From an optimization exercise on the open Yosys and OpenROAD flow, aimed at small area and a short achievable clock period; shortcuts taken in it are not production practice. Function was checked by simulation only, so behaviour that the tests miss may differ from the original. Power is estimated from default activity; no workload was simulated.

==> flow/design.v <==
package dq_pkg;
  localparam int FUNC_W = 3;
  localparam logic [FUNC_W-1:0] FUNC_PUSH_FRONT = 3'd0;
  localparam logic [FUNC_W-1:0] FUNC_PUSH_BACK  = 3'd1;
  localparam logic [FUNC_W-1:0] FUNC_POP_FRONT  = 3'd2;
  localparam logic [FUNC_W-1:0] FUNC_POP_BACK   = 3'd3;
  localparam logic [FUNC_W-1:0] FUNC_PEEK_FRONT = 3'd4;
  localparam logic [FUNC_W-1:0] FUNC_PEEK_BACK  = 3'd5;
  localparam logic [FUNC_W-1:0] FUNC_CLEAR      = 3'd6;
endpackage
module dq_cell #(
  parameter int DATA_WIDTH = 32
) (
  input  logic                  clk,
  input  logic                  we,
  input  logic [DATA_WIDTH-1:0] push_word,
  output logic [DATA_WIDTH-1:0] data
);
  always_ff @(posedge clk) begin
    if (we) begin
      data <= push_word;
    end
  end
endmodule
module double_ended_queue #(
  parameter int DEPTH      = 16,
  parameter int DATA_WIDTH = 32
) (
  input  logic clk,
  input  logic rst,
  input  logic s_tvalid,
  output logic s_tready,
  input  logic [((DATA_WIDTH+7)/8)*8-1:0] s_tdata,
  input  logic [dq_pkg::FUNC_W-1:0] s_tuser,
  output logic m_tvalid,
  input  logic m_tready,
  output logic [((DATA_WIDTH+3+$clog2(DEPTH+1)+7)/8)*8-1:0] m_tdata
);
  localparam int CNT_W     = $clog2(DEPTH + 1);
  localparam int PTR_W     = $clog2(DEPTH);
  localparam int RES_W     = DATA_WIDTH + 3 + CNT_W;
  localparam int M_TDATA_W = ((RES_W + 7) / 8) * 8;
  logic [dq_pkg::FUNC_W-1:0] func;
  logic                      accept;
  logic [CNT_W-1:0] count;
  logic [PTR_W-1:0] head;
  logic [PTR_W-1:0] tail;
  logic             empty;
  logic [CNT_W-1:0] count_next;
  logic             full;
  logic             ok_q;
  logic [DATA_WIDTH-1:0] peek_q;
  logic             peek_front;
  logic             peek_back;
  logic [DEPTH-1:0] head_oh;
  logic [DEPTH-1:0] tail_oh;
  logic [DEPTH-1:0] we;
  logic [DEPTH-1:0] rsel;
  logic [DATA_WIDTH-1:0] mem [DEPTH];
  logic [DATA_WIDTH-1:0] peek_word;
  assign func     = s_tuser;
  assign s_tready = !m_tvalid || m_tready;
  assign accept   = s_tvalid && s_tready;
  assign full  = count[CNT_W-1];
  assign peek_front = (func == dq_pkg::FUNC_PEEK_FRONT) && !empty;
  assign peek_back  = (func == dq_pkg::FUNC_PEEK_BACK) && !empty;
  always_comb begin
    for (int i = 0; i < DEPTH; i++) begin
      head_oh[i] = (head == PTR_W'(i));
      tail_oh[i] = (tail == PTR_W'(i));
    end
  end
  for (genvar i = 0; i < DEPTH; i++) begin : g_word
    assign we[i]   = !full && (head_oh[(i + 1) % DEPTH] || tail_oh[i]);
    assign rsel[i] = (peek_front && head_oh[i]) ||
                     (peek_back && tail_oh[(i + 1) % DEPTH]);
    dq_cell #(
      .DATA_WIDTH(DATA_WIDTH)
    ) u_cell (
      .clk      (clk),
      .we       (we[i]),
      .push_word(s_tdata[DATA_WIDTH-1:0]),
      .data     (mem[i])
    );
  end
  always_comb begin
    peek_word = '0;
    for (int i = 0; i < DEPTH; i++) begin
      peek_word = peek_word | (mem[i] & {DATA_WIDTH{rsel[i]}});
    end
  end
  always_comb begin
    count_next = count;
    case (func)
      dq_pkg::FUNC_PUSH_FRONT,
      dq_pkg::FUNC_PUSH_BACK:  if (!full) count_next = count + 1'b1;
      dq_pkg::FUNC_POP_FRONT,
      dq_pkg::FUNC_POP_BACK:   if (!empty) count_next = count - 1'b1;
      dq_pkg::FUNC_CLEAR:      count_next = '0;
      default: ;
    endcase
  end
  always_ff @(posedge clk) begin
    if (rst) begin
      count    <= '0;
      empty    <= 1'b1;
      tail     <= head;
      m_tvalid <= 1'b0;
    end else begin
      if (accept) begin
        count <= count_next;
        empty <= (count_next == '0);
        case (func)
          dq_pkg::FUNC_PUSH_FRONT: if (!full) head <= head - 1'b1;
          dq_pkg::FUNC_PUSH_BACK:  if (!full) tail <= tail + 1'b1;
          dq_pkg::FUNC_POP_FRONT:  if (!empty) head <= head + 1'b1;
          dq_pkg::FUNC_POP_BACK:   if (!empty) tail <= tail - 1'b1;
          dq_pkg::FUNC_CLEAR:      tail <= head;
          default: ;
        endcase
      end
      if (accept) begin
        m_tvalid <= 1'b1;
      end else if (m_tready) begin
        m_tvalid <= 1'b0;
      end
    end
  end
  always_ff @(posedge clk) begin
    if (s_tready) begin
      case (func)
        dq_pkg::FUNC_PUSH_FRONT,
        dq_pkg::FUNC_PUSH_BACK:  ok_q <= !full;
        dq_pkg::FUNC_POP_FRONT,
        dq_pkg::FUNC_POP_BACK,
        dq_pkg::FUNC_PEEK_FRONT,
        dq_pkg::FUNC_PEEK_BACK,
        dq_pkg::FUNC_CLEAR:      ok_q <= !empty;
        default:                 ok_q <= 1'b0;
      endcase
      peek_q <= peek_word;
    end
  end
  assign m_tdata = M_TDATA_W'({count, full, empty, peek_q, ok_q});
endmodule
export LEC_CHECK = 0
export CAP_MARGIN = 20
export CORE_MARGIN = 2
export CORE_UTILIZATION = 30
export CTS_BUF_LIST = sky130_fd_sc_hd__clkbuf_8
export CTS_CLUSTER_DIAMETER = 45
export CTS_CLUSTER_SIZE = 16
export SETUP_SLACK_MARGIN = 2.0
export SLEW_MARGIN = 20
create_clock -name core_clock -period 4.5 [get_ports {clk}]
standard.sh (not shown) runs the stock make flow with config.mk's settings and CLKGATE_MAP_FILE= SYNTH_SCRIPT=/design/flow/synth_recipe.tcl, a recipe that flattens the netlist after the stock synthesis.
==> flow/flow/run.sh <==
#!/bin/bash
cp standard.sh standard_sh.txt
export BUFFER_PORTS_ARGS="-buffer_cell sky130_fd_sc_hd__buf_2"
bash standard.sh > standard.log 2>&1
==> next run, changes <==
CORE_UTILIZATION = 45   (was 30)
Effect: Clock skew grows by 0.0080 ns; maximum frequency went down by about 1.2%; wire length rises by 2.2%; clock-buffer cell count rises by 6; critical path depth grows by 3; synthesized area does not change; via count went up by 3.1%; register-to-register slack loses 0.04 ns; cell count goes down by about 13%.
==> next run, changes <==
CORE_UTILIZATION = 30   (was 45)
SETUP_SLACK_MARGIN = 2.15   (was 2.0)
Effect: The changed run passed the timing, design-rule and antenna checks; final cell count climbs by 18%; total power drops by 4.4%; routed wire length climbs by 7.1%; cell area climbs by 5.2%; first-iteration DRC count climbs by 15%; worst setup slack gains 0.026 ns; synthesized cell count is unchanged; register-to-register slack gains 0.02 ns; die area climbs by 49%; combinational power climbs by 4.7%; clock skew barely changes.

* * *

Starts from the design.v that is shown in full above.
==> flow/config.mk <==
export PLATFORM = sky130hd
export DESIGN_NAME = double_ended_queue
export DESIGN_NICKNAME = double_ended_queue
export VERILOG_FILES = /design/flow/design.v
export SDC_FILE = /design/flow/constraint.sdc
export NUM_CORES = 4
export LEC_CHECK = 0
export CAP_MARGIN = 20
export CORE_MARGIN = 2
export CORE_UTILIZATION = 30
export CTS_BUF_LIST = sky130_fd_sc_hd__clkbuf_8
export CTS_CLUSTER_DIAMETER = 45
export CTS_CLUSTER_SIZE = 16
export SETUP_SLACK_MARGIN = 1.8
export SLEW_MARGIN = 20
==> flow/constraint.sdc <==
create_clock -name core_clock -period 4.5 [get_ports {clk}]
set_input_delay 0.9000 -clock core_clock [delete_from_list [all_inputs] [get_ports {clk}]]
set_output_delay 0.9000 -clock core_clock [all_outputs]
set_load 0.01 [all_outputs]
Scripts as last shown in full above: flow/flow/run.sh
Change:
- CTS_CLUSTER_DIAMETER: 45 -> 50
- CTS_CLUSTER_SIZE: 16 -> 20
- SETUP_SLACK_MARGIN: 1.8 -> 2.0
After rerunning: Clock skew is higher by 0.024 ns; clock power goes down by a few percent; critical path depth climbs by 4.

* * *

Setup of run A:
Starts from the design.v that is shown in full above.
clock: 4.5 ns
lec_check: 0
cap_margin: 20
core_margin: 2
core_utilization: 30
setup_slack_margin: 2.0
slew_margin: 20
Scripts as last shown in full above: flow/flow/run.sh
No stage failed in run A, and the final checks on the layout all came back clean.
What run B does differently from run A at the input level:
--- a/flow/config.mk
+++ b/flow/config.mk
@@ -7,2 +7,3 @@
 export LEC_CHECK = 0
+export ABC_CLOCK_PERIOD_IN_PS = 1200
 export CAP_MARGIN = 20
@@ -10,2 +11,5 @@
 export CORE_UTILIZATION = 30
+export CTS_BUF_LIST = sky130_fd_sc_hd__clkbuf_8
+export CTS_CLUSTER_DIAMETER = 45
+export CTS_CLUSTER_SIZE = 16
 export SETUP_SLACK_MARGIN = 2.0
Results
- Run B vs. run A: critical path depth went down by 3.
- Run B vs. run A: post-route fraction of the period consumed by the critical path went up by 0.16 points.
- Summary — fraction of area in clock buffers and inverters, run B relative to run A: lower, by 2.6 points.
- After detailed routing, run A needs more wire than run B.
- Compared with run A, run B shows a higher routed length per instance.
- Non-clock buffer count, run B and run A, lower one = run B.
- Run B and run A ended up with roughly the same combined global-route utilization of all metal layers.
- Delta (run B minus run A): mean area per synthesized cell level, number of antenna cells inserted moved up.
Edits applied to the flow inputs when going from run B to run C:
--- a/flow/config.mk
+++ b/flow/config.mk
@@ -7,6 +7,5 @@
 export LEC_CHECK = 0
-export ABC_CLOCK_PERIOD_IN_PS = 1200
 export CAP_MARGIN = 20
 export CORE_MARGIN = 2
-export CORE_UTILIZATION = 30
+export CORE_UTILIZATION = 50
 export CTS_BUF_LIST = sky130_fd_sc_hd__clkbuf_8
@@ -14,2 +13,3 @@
 export CTS_CLUSTER_SIZE = 16
+export PLACE_DENSITY = 0.7
 export SETUP_SLACK_MARGIN = 2.0
==> comparison <==
Run comparison: run C cell type of the slowest stage on the worst timing path sky130_fd_sc_hd__edfxtp_1; run B cell type of the slowest stage on the worst timing path sky130_fd_sc_hd__or4b_4. Fmax | run C vs run B | run C slower. Power density over cell area, run C and run B: lower on run B. As far as wire length is concerned, run B and run C perform about the same. Relative to run B, run C degrades pre-CTS setup slack. The last weighted congestion value of the routability-driven placer in run C was higher than what run B gave. Run C reports a higher slew at the pin with the worst max-slew slack than run B does. Fraction of the cycle the final worst path needs came out higher on run C than on run B. Run C ended up with fewer standard cells than run B.
--- input diff run C..run D ---
--- a/flow/config.mk
+++ b/flow/config.mk
@@ -7,5 +7,6 @@
 export LEC_CHECK = 0
+export ABC_AREA = 1
 export CAP_MARGIN = 20
 export CORE_MARGIN = 2
-export CORE_UTILIZATION = 50
+export CORE_UTILIZATION = 30
 export CTS_BUF_LIST = sky130_fd_sc_hd__clkbuf_8
@@ -13,3 +14,2 @@
 export CTS_CLUSTER_SIZE = 16
-export PLACE_DENSITY = 0.7
 export SETUP_SLACK_MARGIN = 2.0
### Flow results
Run D completed every stage of the flow, and the final layout passed the timing, design-rule and antenna checks.
Adder-cell share of the synthesized area: run D vs run C, no meaningful difference
Final cell count without fillers was lower in run C than in run D.
CTS buffer count is lower on run D
When the final numbers for run D and run C were put side by side, the layout overhead on the synthesized area turned out to be smaller in run D.
Summary of run D over run C: met3 global-route usage lower; setup slack after placement higher.
Cell area ends up higher on run D.
Run D against run C; critical-path maximum fanout is down by more than 10%.
Combinational cell fraction of total power | run D below run C
On worst hold slack, run C beats run D.
On run D: buffers inserted during post-CTS setup optimization is 58 lower than what run C gave.
Input-level comparison between run E and run D:
--- a/flow/config.mk
+++ b/flow/config.mk
@@ -7,3 +7,3 @@
 export LEC_CHECK = 0
-export ABC_AREA = 1
+export ABC_CLOCK_PERIOD_IN_PS = 2500
 export CAP_MARGIN = 20
Findings:
Per the comparison of run E with run D, power consumed by combinational cells rose about 9%; multi-input combinational gate total fell 58%. Number of buffers inserted to repair setup after CTS, run E and run D, higher one = run E. Compared to run D, the router laid down less metal wire for run E. Max post-synthesis simple-gate area fraction across run E and run D: run D. Power in sequential cells of run D is on par with run E.

[port drivers added, routing unchanged]
Ports are ideal in the flow. The routed layouts listed here were re-timed in OpenROAD. Step 1 sets driving cells, clkbuf_16 on the clock port and buf_2 on the other inputs (assumed; they add their load-dependent delay and slew). Step 2 also shifts input and output timing later by t, the mid clock arrival at the registers, as if the neighbouring blocks saw the same clock. a / b / c = ideal ports / drivers / drivers and shift; a / b = the first two.
| run | shift t [ns] | slack for setup (ns) | worst slew at a driven data input, ns | pins driven straight from the clock port |
|---|---|---|---|---|
| the first run of note 1 | 0.720 | 2.043 / 2.059 / 1.350 | 0.12 | 1 |
| the second run of note 1 | 0.720 | 2.012 / 2.017 / 1.318 | 0.09 | 1 |
| the third run of note 1 | 0.738 | 2.038 / 2.038 / 1.362 | 0.11 | 1 |
| the first run of note 2 | 0.706 | 1.860 / 1.860 / 1.223 | 0.11 | 1 |
| the second run of note 2 | 0.716 | 2.028 / 2.042 / 1.348 | 0.13 | 1 |
| run A | 0.663 | 2.050 / 2.050 / 1.418 | 0.12 | 1 |
| run B | 0.720 | 2.043 / 2.059 / 1.350 | 0.12 | 1 |
| run C | 0.705 | 2.017 / 2.017 / 1.344 | 0.10 | 1 |
| run D | 0.702 | 1.961 / 1.961 / 1.624 | 0.09 | 1 |
| run E | 0.720 | 2.043 / 2.059 / 1.350 | 0.12 | 1 |
After both steps every run listed still meets setup and hold. The setup slack of the second run of note 1, which loses most, moves by +0.005 ns with the drivers and by -0.694 ns with both steps.
